Background: an optimization exercise with open tools, aiming at small area and a short achievable clock period. Do not read the settings as production practice. At most, simulation tests tie the RTL to the original design; equivalence was not proved. For run 1, only the layout was checked, not whether the RTL still works.

===== flow/run.sh =====
#!/bin/bash
# Standard layout, with timing repair aiming for extra setup slack at the design's clock.
set -euo pipefail
export SETUP_SLACK_MARGIN=9.5
bash standard.sh > standard.log 2>&1

===== standard.sh =====
#!/bin/bash
# synth_recipe.tcl (not shown) runs the flow's synth.tcl, then flattens the netlist and writes it again
# the make line also repeats each setting of config.mk as NAME=value (left out here)
make -C /OpenROAD-flow-scripts/flow DESIGN_CONFIG=/design/flow/config.mk WORK_HOME=/design/flow/orfs CLKGATE_MAP_FILE= SYNTH_SCRIPT=/design/flow/synth_recipe.tcl "${@:-finish}"

===== design.v =====
package schp_pkg;
	localparam logic [1:0] MODE_READY = 2'd0;
	localparam logic [1:0] MODE_WAIT  = 2'd1;
	localparam logic [1:0] MODE_MOVE  = 2'd2;
	localparam logic [1:0] MODE_STOP  = 2'd3;
	localparam logic [2:0] OP_MOVE  = 3'd0;
	localparam logic [2:0] OP_STEP  = 3'd1;
	localparam logic [2:0] OP_RTC   = 3'd2;
	localparam logic [2:0] OP_STOP  = 3'd3;
	localparam logic [2:0] OP_START = 3'd4;
endpackage
module schp_add #(
	parameter int W = 8
) (
	input  logic [W-1:0] a,
	input  logic [W-1:0] b,
	input  logic         cin,
	output logic [W-1:0] s,
	output logic         cout
);
	localparam int N = W + 1;
	logic [N-1:0] g, p;
	always_comb begin
		g[0] = cin;
		p[0] = 1'b0;
		for (int i = 0; i < W; i++) begin
			g[i+1] = a[i] & b[i];
			p[i+1] = a[i] ^ b[i];
		end
		for (int l = 0; (1 << l) < N; l++) begin
			for (int i = 0; i < N; i++) begin
				if ((i >> l) & 1) begin
					g[i] = g[i] | (p[i] & g[((i >> l) << l) - 1]);
					p[i] = p[i] & p[((i >> l) << l) - 1];
				end
			end
		end
		for (int i = 0; i < W; i++)
			s[i] = a[i] ^ b[i] ^ g[i];
		cout = g[W];
	end
endmodule
module schp_cfg_regs (
	input  logic        clk,
	input  logic        arst_n,
	input  logic        wr_en,
	input  logic [1:0]  wr_index,
	input  logic [15:0] wr_data,
	output logic [15:0] pulse_ms,
	output logic [15:0] after_pulse_ms,
	output logic        motor_block
);
	always_ff @(posedge clk or negedge arst_n) begin
		if (!arst_n) begin
			pulse_ms       <= 16'd4000;
			after_pulse_ms <= 16'd0;
			motor_block    <= 1'b0;
		end else if (wr_en) begin
			case (wr_index)
				2'd0: pulse_ms       <= wr_data;
				2'd1: after_pulse_ms <= wr_data;
				2'd2: motor_block    <= wr_data[0];
				default: ;
			endcase
		end
	end
endmodule
module schp_move_plan (
	input  logic [3:0]  dial_hours,
	input  logic [5:0]  dial_minutes,
	input  logic [3:0]  target_hours,
	input  logic [5:0]  target_minutes,
	input  logic [15:0] pulse_ms,
	input  logic [15:0] after_pulse_ms,
	output logic [9:0]  fwd,
	output logic        at_target,
	output logic        wait_rtc
);
	localparam int          SW   = 29;
	localparam logic [28:0] Bias = 29'd268435456 - 29'd43200000;
	localparam logic [15:0] K0   = 16'd60000;
	logic [5:0]    tm, mp, d0, dp, fm;
	logic [1:0]    dc;
	logic          no_borrow, borrow, carry;
	logic [3:0]    hc, fh0, fh_m1, fh_p1, fh;
	logic [4:0]    hd;
	logic [7:0]    fh15;
	logic [16:0]   kx, ky;
	logic [17:0]   k1;
	logic [19:0]   k3;
	logic [SW-1:0] row [5];
	logic [SW-1:0] s1a, c1a, s1b, c1b, s2, c2, s3, c3;
	logic [SW-1:0] g, t;
	function automatic logic [SW-1:0] fa_s(input logic [SW-1:0] a, b, c);
		fa_s = a ^ b ^ c;
	endfunction
	function automatic logic [SW-1:0] fa_c(input logic [SW-1:0] a, b, c);
		fa_c = {((a & b) | (a & c) | (b & c)), 1'b0};
	endfunction
	assign tm = target_minutes;
	assign mp = 6'd60 - dial_minutes;
	schp_add #(.W(6)) u_m0 (.a(tm), .b(~dial_minutes), .cin(1'b1), .s(d0), .cout(no_borrow));
	always_comb begin
		dp     = tm + mp;
		borrow = !no_borrow;
		carry  = (tm[5:2] == 4'b1111) && (dial_minutes[5:2] == 4'b0000) &&
		         (dial_minutes[1:0] <= tm[1:0]);
		dc     = tm[1:0] - dial_minutes[1:0];
		fm     = borrow ? dp : carry ? {4'd0, dc} : d0;
	end
	always_comb begin
		hc    = (dial_hours == 4'd12) ? 4'd0 : dial_hours;
		hd    = {1'b0, target_hours} - {1'b0, hc};
		if (hd[4])
			fh0 = hd[3:0] + 4'd12;
		else if (hd >= 5'd12)
			fh0 = hd[3:0] - 4'd12;
		else
			fh0 = hd[3:0];
		fh_m1 = (fh0 == 4'd0) ? 4'd11 : fh0 - 4'd1;
		fh_p1 = (fh0 == 4'd11) ? 4'd0 : fh0 + 4'd1;
		fh    = borrow ? fh_m1 : carry ? fh_p1 : fh0;
	end
	always_comb begin
		fh15 = {fh, 4'd0} - {4'd0, fh};
		fwd  = {fh15 + {4'd0, fm[5:2]}, fm[1:0]};
	end
	assign at_target = (fh == 4'd0) && (fm == 6'd0);
	always_comb begin
		for (int i = 0; i < 16; i++) begin
			kx[i]   = pulse_ms[i] ^ after_pulse_ms[i] ^ K0[i];
			ky[i+1] = (pulse_ms[i] & after_pulse_ms[i]) | (pulse_ms[i] & K0[i]) |
			          (after_pulse_ms[i] & K0[i]);
		end
		kx[16] = 1'b0;
		ky[0]  = 1'b0;
	end
	schp_add #(.W(17)) u_k1 (.a(kx), .b(ky), .cin(1'b0), .s(k1[16:0]), .cout(k1[17]));
	schp_add #(.W(19)) u_k3 (.a({1'b0, k1}), .b({k1, 1'b0}), .cin(1'b0), .s(k3[18:0]), .cout(k3[19]));
	always_comb begin
		for (int i = 0; i < 5; i++) begin
			case (fwd[2*i +: 2])
				2'd0: row[i] = '0;
				2'd1: row[i] = SW'(k1) << (2*i);
				2'd2: row[i] = SW'(k1) << (2*i + 1);
				default: row[i] = SW'(k3) << (2*i);
			endcase
		end
		s1a = fa_s(row[0], row[1], row[2]);
		c1a = fa_c(row[0], row[1], row[2]);
		s1b = fa_s(row[3], row[4], Bias);
		c1b = fa_c(row[3], row[4], Bias);
		s2  = fa_s(s1a, c1a, s1b);
		c2  = fa_c(s1a, c1a, s1b);
		s3  = fa_s(s2, c2, c1b);
		c3  = fa_c(s2, c2, c1b);
		g[0] = 1'b0;
		t[0] = 1'b0;
		for (int i = 0; i < SW - 1; i++) begin
			g[i+1] = s3[i] & c3[i];
			t[i+1] = s3[i] | c3[i];
		end
		for (int l = 0; (1 << l) < SW; l++) begin
			for (int i = 0; i < SW; i++) begin
				if (((i >> l) & 1) && (((i >> l) << l) - 1 >= 0)) begin
					g[i] = g[i] | (t[i] & g[((i >> l) << l) - 1]);
					t[i] = t[i] & t[((i >> l) << l) - 1];
				end
			end
		end
		wait_rtc = s3[SW-1] ^ c3[SW-1] ^ g[SW-1];
	end
endmodule
module schp_core (
	input  logic        clk,
	input  logic        arst_n,
	input  logic        accept,
	input  logic [2:0]  op,
	input  logic [3:0]  target_hours,
	input  logic [5:0]  target_minutes,
	input  logic [4:0]  rtc_hours,
	input  logic [5:0]  rtc_minutes,
	input  logic [15:0] pulse_ms,
	input  logic [15:0] after_pulse_ms,
	input  logic        motor_block,
	output logic [25:0] res
);
	logic [1:0] mode_q, mode_d;
	logic [3:0] hours_q, hours_d;
	logic [5:0] minutes_q, minutes_d;
	logic       pol_q, pol_d;
	logic [9:0] rem_q, rem_d;
	logic       fire_q, fire_d;
	logic       done_q, done_d;
	logic [9:0] fwd;
	logic       at_target, wait_rtc;
	logic [4:0] rtc_h12;
	schp_move_plan u_plan (
		.dial_hours     (hours_q),
		.dial_minutes   (minutes_q),
		.target_hours   (target_hours),
		.target_minutes (target_minutes),
		.pulse_ms       (pulse_ms),
		.after_pulse_ms (after_pulse_ms),
		.fwd            (fwd),
		.at_target      (at_target),
		.wait_rtc       (wait_rtc)
	);
	always_comb begin
		if (rtc_hours == 5'd0)
			rtc_h12 = 5'd12;
		else if (rtc_hours > 5'd12)
			rtc_h12 = rtc_hours - 5'd12;
		else
			rtc_h12 = rtc_hours;
	end
	always_comb begin
		mode_d    = mode_q;
		hours_d   = hours_q;
		minutes_d = minutes_q;
		pol_d     = pol_q;
		rem_d     = rem_q;
		fire_d    = 1'b0;
		done_d    = 1'b0;
		case (op)
			schp_pkg::OP_MOVE: begin
				if (mode_q == schp_pkg::MODE_READY) begin
					rem_d = fwd;
					if (at_target)
						done_d = 1'b1;
					else if (wait_rtc)
						mode_d = schp_pkg::MODE_WAIT;
					else
						mode_d = schp_pkg::MODE_MOVE;
				end
			end
			schp_pkg::OP_STEP: begin
				if (mode_q == schp_pkg::MODE_MOVE) begin
					fire_d = !motor_block;
					pol_d  = pol_q ^ !motor_block;
					if (minutes_q == 6'd59) begin
						minutes_d = 6'd0;
						hours_d   = (hours_q >= 4'd12) ? 4'd1 : hours_q + 4'd1;
					end else begin
						minutes_d = minutes_q + 6'd1;
					end
					rem_d = rem_q - 10'd1;
					if (rem_q <= 10'd1) begin
						mode_d = schp_pkg::MODE_READY;
						done_d = 1'b1;
					end
				end
			end
			schp_pkg::OP_RTC: begin
				if (mode_q == schp_pkg::MODE_WAIT &&
				    rtc_h12 == {1'b0, hours_q} && rtc_minutes == minutes_q) begin
					mode_d = schp_pkg::MODE_READY;
					done_d = 1'b1;
				end
			end
			schp_pkg::OP_STOP: begin
				mode_d = schp_pkg::MODE_STOP;
			end
			schp_pkg::OP_START: begin
				if (mode_q == schp_pkg::MODE_STOP)
					mode_d = schp_pkg::MODE_READY;
			end
			default: ;
		endcase
	end
	always_ff @(posedge clk or negedge arst_n) begin
		if (!arst_n) begin
			mode_q    <= schp_pkg::MODE_READY;
			hours_q   <= 4'd12;
			minutes_q <= 6'd0;
			pol_q     <= 1'b0;
		end else if (accept) begin
			mode_q    <= mode_d;
			hours_q   <= hours_d;
			minutes_q <= minutes_d;
			pol_q     <= pol_d;
		end
	end
	always_ff @(posedge clk) begin
		if (accept)
			rem_q <= rem_d;
	end
	always_ff @(posedge clk) begin
		if (accept) begin
			fire_q <= fire_d;
			done_q <= done_d;
		end
	end
	assign res = {done_q, (mode_q == schp_pkg::MODE_MOVE) ? rem_q : 10'd0, pol_q, minutes_q, hours_q,
	              fire_q & pol_q, fire_q & !pol_q, mode_q};
endmodule
module slave_clock_hand_positioner (
	input  logic        clk,
	input  logic        arst_n,
	input  logic        s_axis_tvalid,
	output logic        s_axis_tready,
	input  logic [23:0] s_axis_tdata,
	input  logic [2:0]  s_axis_tuser,
	output logic        m_axis_tvalid,
	input  logic        m_axis_tready,
	output logic [31:0] m_axis_tdata,
	input  logic        cfg_valid,
	output logic        cfg_ready,
	input  logic [1:0]  cfg_index,
	input  logic [15:0] cfg_data
);
	logic [15:0] pulse_ms, after_pulse_ms;
	logic        motor_block;
	logic [25:0] res;
	logic        out_valid_q;
	logic        in_accept;
	assign cfg_ready = 1'b1;
	schp_cfg_regs u_cfg (
		.clk            (clk),
		.arst_n         (arst_n),
		.wr_en          (cfg_valid),
		.wr_index       (cfg_index),
		.wr_data        (cfg_data),
		.pulse_ms       (pulse_ms),
		.after_pulse_ms (after_pulse_ms),
		.motor_block    (motor_block)
	);
	assign s_axis_tready = !out_valid_q || m_axis_tready;
	assign in_accept     = s_axis_tvalid && s_axis_tready;
	schp_core u_core (
		.clk            (clk),
		.arst_n         (arst_n),
		.accept         (in_accept),
		.op             (s_axis_tuser),
		.target_hours   (s_axis_tdata[3:0]),
		.target_minutes (s_axis_tdata[9:4]),
		.rtc_hours      (s_axis_tdata[14:10]),
		.rtc_minutes    (s_axis_tdata[20:15]),
		.pulse_ms       (pulse_ms),
		.after_pulse_ms (after_pulse_ms),
		.motor_block    (motor_block),
		.res            (res)
	);
	always_ff @(posedge clk or negedge arst_n) begin
		if (!arst_n)
			out_valid_q <= 1'b0;
		else if (s_axis_tready)
			out_valid_q <= s_axis_tvalid;
	end
	assign m_axis_tvalid = out_valid_q;
	assign m_axis_tdata  = {6'd0, res};
endmodule

===== config.mk =====
export PLATFORM = sky130hd
export DESIGN_NAME = slave_clock_hand_positioner
export DESIGN_NICKNAME = slave_clock_hand_positioner
export VERILOG_FILES = /design/flow/design.v
export SDC_FILE = /design/flow/constraint.sdc
export NUM_CORES = 4
export LEC_CHECK = 0
export CAP_MARGIN = 20
export CORE_MARGIN = 2
export CORE_UTILIZATION = 40
export SLEW_MARGIN = 20

===== constraint.sdc =====
create_clock -name core_clock -period 18.0 [get_ports {clk}]
set_input_delay 3.6000 -clock core_clock [delete_from_list [all_inputs] [get_ports {clk}]]
set_output_delay 3.6000 -clock core_clock [all_outputs]
set_load 0.01 [all_outputs]

==> results of run 1 <==
[path summary, 6_finish.rpt]
check                                        startpoint  depth (start not counted)  slack (ns)                       to
worst max register to register        u_cfg.pulse_ms[1]                         39        8.60         u_core.mode_q[0]
worst min-delay path            u_cfg.after_pulse_ms[9]                          1        0.51  u_cfg.after_pulse_ms[9]
worst min register to register  u_cfg.after_pulse_ms[9]                          1        0.51  u_cfg.after_pulse_ms[9]
worst max-delay path                    s_axis_tdata[2]                         36        6.98         u_core.mode_q[0]
min in group asynchronous                        arst_n                          1        3.28             u_core.pol_q
max in group asynchronous                        arst_n                          1       14.30       u_cfg.pulse_ms[13]
[registers in the layout, summed over array words and instances, names as in the netlist]
name / flops
u_core.fire_q: 1
u_core.done_q: 1
u_cfg.after_pulse_ms: 16
u_core.mode_q: 2
u_core.rem_q: 10
out_valid_q: 1
u_core.minutes_q: 6
u_core.pol_q: 1
u_core.hours_q: 4
u_cfg.motor_block: 1
u_cfg.pulse_ms: 16
[repair_timing]
action                                  in CTS  in global routing
buffers inserted                            51                 18
hold buffers                                 0                  0
resized for setup                           82                 36
endpoints found under the setup margin       4                  2
gates cloned                                 2                  0
pin swaps                                   42                 43
[synth_stat cells (13+ instances only)]
cell / instances
nand2_1: 92
a21oi_1: 76
clkbuf_1: 45
nor2_1: 85
a22oi_1: 15
o22ai_1: 27
ha_1: 110
mux2_2: 40
xor2_1: 27
dfrtp_1: 39
and2_1: 18
fa_1: 63
nand3_1: 23
nor4_1: 24
o21ai_0: 56
xnor2_1: 35
inv_1: 144
a31oi_1: 13
mux2i_1: 19
nor3_1: 20
[cells by family after synthesis]
family / Yosys count / share of synthesized area, %
AOI/OAI and AO/OA: 291 / 19.45
xor gates and xnor gates: 62 / 5.448
adders and majority gates: 178 / 26.96
buffers and inverters: 213 / 8.574
DFF: 59 / 15.52
muxes: 64 / 6.992
other: 2 / 0.07535
and+or+nand+nor: 339 / 16.98
[layer usage]
layer | vias to the layer above | track usage, % | wire [um]
met5 | - | 0 | 0
met1 | 4571 | 31.48 | 13570
met2 | 363 | 37.66 | 14020
met4 | 0 | 7.281 | 778
met3 | 65 | 4.035 | 2019
li1 | 4475 | - | -
[worst max-delay path, delay by kind of cell]
family / cells / cell delay [ns]
AOI/OAI and AO/OA: 11 / 2.53
and+or+nand+nor: 13 / 2.46
buffers and inverters: 6 / 0.69
adders and majority gates: 6 / 1.88
[layout make-up]
type / instances / share of cell area (%)
Timing Repair Buffer: 161 / 12.11
Inverter: 146 / 4.377
Clock buffer: 12 / 2.039
Clock inverter: 4 / 0.3780
Tap cell: 324 / 3.223
Multi-Input combinational cell: 941 / 65.58
Sequential cell: 59 / 12.29
[layout by cell type (no fill, tap or decap), drive strengths merged, types with 18 or more instances in the layout]
cell type and instances:
fa 63, xnor2 35, nand2 93, o22ai 28, nor3 22, dfrtp 39
o21ai 56, nor2 85, a21oi 79, buf 88, mux2i 19, clkdlybuf4s50 69
ha 110, xor2 27, nor4 24, nand3 23, and2 18, mux2 45
inv 148
[stage by stage]
step	instance area [um2]	hold slack [ns]	utilization (%)	instances
after floorplan	10180	0.4774	-	1213
after global placement	11160	0.4884	45.74	1560
after detailed placement	11160	0.4936	45.74	1560
after CTS	12260	0.5058	50.27	1629
after global routing	12580	0.5242	51.57	1647
final	12580	0.5066	51.57	1647
==> summary.txt, run 1 <==
GRT
  – Largest net degree at the start of global routing: 48
  – Global-route wire length before repair: 48.82 mm
  – Gr ovfl total: 0
  – Initial antenna violation count: 0
  – Vias in the first global route: between 9k and 10k
  – Overall Global Routing Usage: ~23%

Clock tree
  – Clk sinks: 59
  – CTS buffer count: 9
  – Clk buf depth: 2
  – Clock root cell: clkbuf_16
  – Clk slew on worst S/H paths: approximately 0.05 ns
  – TritonCTS clock tree: done
  – Clock Latency Late Sink: between 0.3 and 0.4 ns
  – # H-tree levels: 3

Critical path
  – Req. time, crit path: 18.18 ns
  – Critical path type: in -> reg
  – Critical-path top delay cell: fa_1
  – Slowest stage delay, CP: between 0.5 and 0.6 ns
  – Worst path arrival time: roughly 11 ns
  – CP Max Fanout: 7
  – Startpoint types: primary input
  – Critical Path Sink Type: flip-flop

Logic synthesis
  – Synth area leaders: ha_1 (14%), fa_1 (13%), dfrtp_1 (9.8%)
  – Post-Syn Instances: ~1.2k
  – Sequential area share after synthesis: approximately 16%
  – Top_reg_cell synth: dfrtp_1
  – Dominant cell type by area after synthesis: ha_1
  – Mapped Avg Cell Area: 8.251 um2
  – Synth warnings: 8
  – Synth unique cells: 85
  – EDFF count, synth: 12
  – #FFs+latches synth: around 60
  – FFs w/ async S/R, synth: 79.66%
  – Area share of the largest cell type after synthesis: 13.81%
  – Mapped Area: about 10000 um2

Placed design
  – Detailed Place HPWL: 21.33 mm
  – I/O Buffers: 74
  – GP Congestion: roughly 0.91
  – Dpl ws: between 4 and 5 ns

Floorplanning
  – Horiz. Die Dim: 161.9 um
  – Starting Density: 40.86%
  – Core area: about 24000 um2
  – Die area: between 20000 and 30000 um2
  – Row count: 57
  – DIE HEIGHT: ~160 um
  – IO Count: 85

Timing
  – Final hold violation count: 0
  – Max-slew headroom: between 20% and 30%
  – Slew Limit Fails: 0
  – Clock skew: 0.005432 ns
  – Period minus WS final: between 10 and 15 ns
  – Worst setup margin: about 7 ns
  – Worst-Margin Slew: around 1.1 ns
  – Fmax: roughly 0.091 GHz
  – Setup tns final: 0 ns
  – Period Utilization, post-route: 61.20%
  – Final setup violation count: 0
  – RSZ-0062 raised after global routing: yes

Cells and area
  – Area of the multi-input gates: 8249 um2
  – # nets final: 1541
  – Inserted Diodes: 0
  – Layout cells sized above 1: between 10% and 20%
  – Fillcell total: 2282
  – Register area: between 1500 and 2000 um2
  – Area growth syn-to-layout: 26.20%

Detailed routing
  – Avg Vias per Cell: roughly 5.8
  – # DRC: 0
  – DRT Wirelength: between 30 and 40 mm
  – ANT nets after route: 0
  – Starting DRC count in detailed routing: 719
  – DR pass1 iterations: 6
  – DR WL/cell: around 18 um
  – Vias: approximately 9.5k

Worst hold path
  – Hold WC Path Type: reg -> reg

Flow run
  – Max-cap viol count: 0

Outcome
  – Status: timing/DRC/antenna clean
==> run 2, diff against run 1 <==
--- a/design.v
+++ b/design.v
@@ -226,11 +226,13 @@
 			schp_pkg::OP_MOVE: begin
 				if (mode_q == schp_pkg::MODE_READY) begin
-					rem_d = fwd;
-					if (at_target)
+					if (at_target) begin
 						done_d = 1'b1;
-					else if (wait_rtc)
+					end else if (wait_rtc) begin
 						mode_d = schp_pkg::MODE_WAIT;
-					else
+						rem_d  = 10'd0;
+					end else begin
 						mode_d = schp_pkg::MODE_MOVE;
+						rem_d  = fwd;
+					end
 				end
 			end
@@ -245,5 +247,6 @@
 						minutes_d = minutes_q + 6'd1;
 					end
-					rem_d = rem_q - 10'd1;
+					if (rem_q != 10'd0)
+						rem_d = rem_q - 10'd1;
 					if (rem_q <= 10'd1) begin
 						mode_d = schp_pkg::MODE_READY;
@@ -261,4 +264,5 @@
 			schp_pkg::OP_STOP: begin
 				mode_d = schp_pkg::MODE_STOP;
+				rem_d  = 10'd0;
 			end
 			schp_pkg::OP_START: begin
@@ -275,4 +279,5 @@
 			minutes_q <= 6'd0;
 			pol_q     <= 1'b0;
+			rem_q     <= 10'd0;
 		end else if (accept) begin
 			mode_q    <= mode_d;
@@ -280,11 +285,8 @@
 			minutes_q <= minutes_d;
 			pol_q     <= pol_d;
+			rem_q     <= rem_d;
 		end
 	end
 	always_ff @(posedge clk) begin
-		if (accept)
-			rem_q <= rem_d;
-	end
-	always_ff @(posedge clk) begin
 		if (accept) begin
 			fire_q <= fire_d;
@@ -292,5 +294,5 @@
 		end
 	end
-	assign res = {done_q, (mode_q == schp_pkg::MODE_MOVE) ? rem_q : 10'd0, pol_q, minutes_q, hours_q,
+	assign res = {done_q, rem_q, pol_q, minutes_q, hours_q,
 	              fire_q & pol_q, fire_q & !pol_q, mode_q};
 endmodule
==> run 2 against run 1 <==
Effect of this change: still clean; sequential cell count unchanged; via count down 0.52%; register-to-register slack worse by 0.05 ns; die area down 0.82%; wire length down 5.6%; cell count up 1.5%; core utilization down 0.57 points; synthesized cell count up 2.5%; sequential share of layout area down 0.23 points; highest routed layer unchanged.
==> summary.txt, run 2 <==
Logic synthesis
  – Top_reg_cell synth: dfrtp_1
  – Synth area leaders: ha_1 (14%), fa_1 (13%), dfrtp_1 (12%)
  – Post-Syn Instances: about 1.2k
  – #FFs+latches synth: slightly below 60
  – Mapped Area: around 9900 um2
  – FFs w/ async S/R, synth: 96.61%
  – Mapped Avg Cell Area: about 8 um2
  – Synth unique cells: 92
  – Synth warnings: 8
  – Sequential area share after synthesis: between 10% and 20%
  – Area share of the largest cell type after synthesis: between 10 and 15%
  – EDFF count, synth: 2
  – Commonest cells post-synth: inv_1 (149), ha_1 (110), nor2_1 (109)
  – Top-count cell post-synth: inv_1
  – Dominant cell type by area after synthesis: ha_1

Flow run
  – Max-cap viol count: 0

Floorplanning
  – Horiz. Die Dim: approximately 160 um
  – Die area: 25980 um2
  – Core area: between 20000 and 25000 um2
  – Starting Density: between 40% and 50%
  – IO Count: 85
  – Row count: 57
  – DIE HEIGHT: 161.2 um

Timing
  – Period minus WS final: between 10 and 15 ns
  – Final setup violation count: 0
  – Worst setup margin: approximately 7.4 ns
  – Slew Limit Fails: 0
  – Final hold violation count: 0
  – Period Utilization, post-route: 58.81%
  – Max-slew headroom: approximately a third
  – Setup tns final: 0 ns
  – Clock skew: 0.008430 ns
  – Worst-Margin Slew: around 1 ns
  – Fmax: between 0.09 and 0.1 GHz
  – RSZ-0062 raised after global routing: yes

Critical path
  – Startpoint types: primary input
  – Critical path type: in -> reg
  – Slowest stage delay, CP: ~0.58 ns
  – Critical-path top delay cell: fa_1
  – Crit-path leading delay family: adder cells
  – Req. time, crit path: 18.26 ns
  – CP bufs+invs: 11
  – CP Max Fanout: 14
  – Worst path arrival time: around 11 ns
  – Critical Path Sink Type: flip-flop

Clock tree
  – Clk slew on worst S/H paths: around 0.06 ns
  – Clk buf depth: 2
  – TritonCTS clock tree: done
  – Post-CTS Hold Buffers: 0
  – Clk sinks: between 50 and 60
  – CTS buffer count: 9
  – Clock root cell: clkbuf_16
  – # H-tree levels: 3
  – Clock Latency Late Sink: about 0.33 ns

Placed design
  – I/O Buffers: 74
  – GP Congestion: roughly 0.82
  – Detailed Place HPWL: roughly 21 mm
  – Dpl ws: roughly 5.3 ns
  – Placed instance area: around 11000 um2

Detailed routing
  – ANT nets after route: 0
  – DR pass1 iterations: 8
  – Vias: between 9k and 10k
  – # DRC: 0
  – Starting DRC count in detailed routing: about 710
  – Avg Vias per Cell: roughly 5.6
  – DR WL/cell: 17.17 um
  – DRT Wirelength: around 29 mm

Cells and area
  – Inserted Diodes: 0
  – Most common cell after layout, fill and taps aside: inv_1
  – Layout cells sized above 1: a little under a fifth
  – Biggest regs: u_cfg.after_pulse_ms (16), u_cfg.pulse_ms (16), u_core.rem_q (10)
  – Fin area: 12400 um2
  – Area growth syn-to-layout: 25.50%
  – Most frequent cells in the layout: inv_1 (145), nor2_1 (105), ha_1 (99)
  – # nets final: 1565
  – Final core utilization: 51.00%
  – Fillcell total: roughly 2.3k

GRT
  – Initial antenna violation count: 0
  – Largest net degree at the start of global routing: 58
  – Vias in the first global route: around 9.2k
  – Global-route wire length before repair: between 40 and 50 mm
  – Gr ovfl total: 0
  – Overall Global Routing Usage: 22.38%

Worst hold path
  – Hold WC Path Type: reg -> reg

Outcome
  – Status: timing/DRC/antenna clean
## run 2: cells by family after synthesis
kind of cell	Yosys count	share of synthesized area, %
other	2	0.07599
flip-flops	59	15.14
XOR/XNOR	55	5.216
multiplexers	44	4.849
AO/OA/AOI/OAI	344	22.26
adder cells (fa/ha/maj)	176	26.99
buffers and inverters	212	8.659
AND/OR/NAND/NOR	346	16.81
## run 2: final cells by class
cell class / count / area, um2 / area share [%]
timing repair buffer: 147 / 1440 / 11.61
clock inverter: 7 / 77.57 / 0.6254
tap: 324 / 405.4 / 3.268
sequential: 59 / 1496 / 12.07
inverter: 151 / 581.8 / 4.691
clock buffer: 9 / 225.2 / 1.816
multi-input combinational: 974 / 8177 / 65.92
## run 2: path summary, 6_finish.rpt
| kind | start | to | slack, ns | depth (start not counted) |
|---|---|---|---|---|
| setup / recovery | s_axis_tdata[0] | u_core.rem_q[2] | 7.41 | 39 |
| hold / removal | u_cfg.after_pulse_ms[14] | u_cfg.after_pulse_ms[14] | 0.51 | 1 |
| setup reg to reg | u_cfg.pulse_ms[1] | u_core.rem_q[8] | 8.55 | 36 |
| hold reg to reg | u_cfg.after_pulse_ms[14] | u_cfg.after_pulse_ms[14] | 0.51 | 1 |
| max in group asynchronous | arst_n | u_core.minutes_q[5] | 14.06 | 2 |
| min in group asynchronous | arst_n | u_cfg.pulse_ms[6] | 3.40 | 2 |
## run 2: worst reg2reg max path: cells and delay by family (launching register included)
kind                     cells  cell delay (ns)
buffers and inverters        3             0.36
flip-flops                   1             0.38
AND/OR/NAND/NOR              9             1.33
AO/OA/AOI/OAI               14             2.85
XOR/XNOR                     1             0.43
adder cells (fa/ha/maj)      9             3.95
## run 2: per-layer routing
metal	vias to the layer above	track usage [%]	wire length, um
met5	-	0	0
met4	0	6.656	743
met3	48	3.159	1935
met2	330	35.02	12600
met1	4480	32.17	13420
li1	4567	-	-
## run 2: through the flow
step,std cells,hold WS [ns]
after floorplan,1243,0.4774
after global placement,1596,0.4887
after detailed placement,1596,0.4948
after CTS,1659,0.5080
after global routing,1671,0.5237
final,1671,0.5085
## run 2: timing repair
action	4_1_cts	5_1_grt
setup buffers	43	12
pin swaps	61	36
endpoints found under the setup margin	12	12
gates cloned	4	0
hold endpoints to repair	0	0
gates resized for setup	100	17

## re-timing with driven ports
In the flow no input, the clock included, has a driving cell. The finished layouts below were timed again as built, in two steps.
Step 1: set_driving_cell puts a clkbuf_16 on clk and a buf_2 on each other input, an assumption about the parent block.
Step 2 adds t to the input delays and takes it off the output delays; t is the mean of the earliest and latest rising clock arrival at the registers after step 1. Input paths then give back, and output paths get back, about the clock's delay inside the block.
Slacks: ideal ports / drivers / drivers and shift; pairs: ideal ports / drivers.
run | shift t [ns] | setup WS [ns] | worst setup path after step 2 | slew at the worst register clock pin (ns)
run 1 | 0.367 | 6.985 / 6.993 / 6.626 | input to register | 0.05 / 0.05
run 2 | 0.371 | 7.414 / 7.418 / 7.047 | input to register | 0.06 / 0.06
After both steps every run listed still meets setup and hold. The setup slack of run 2, which loses most, moves by +0.004 ns with the drivers and by -0.367 ns with both steps.
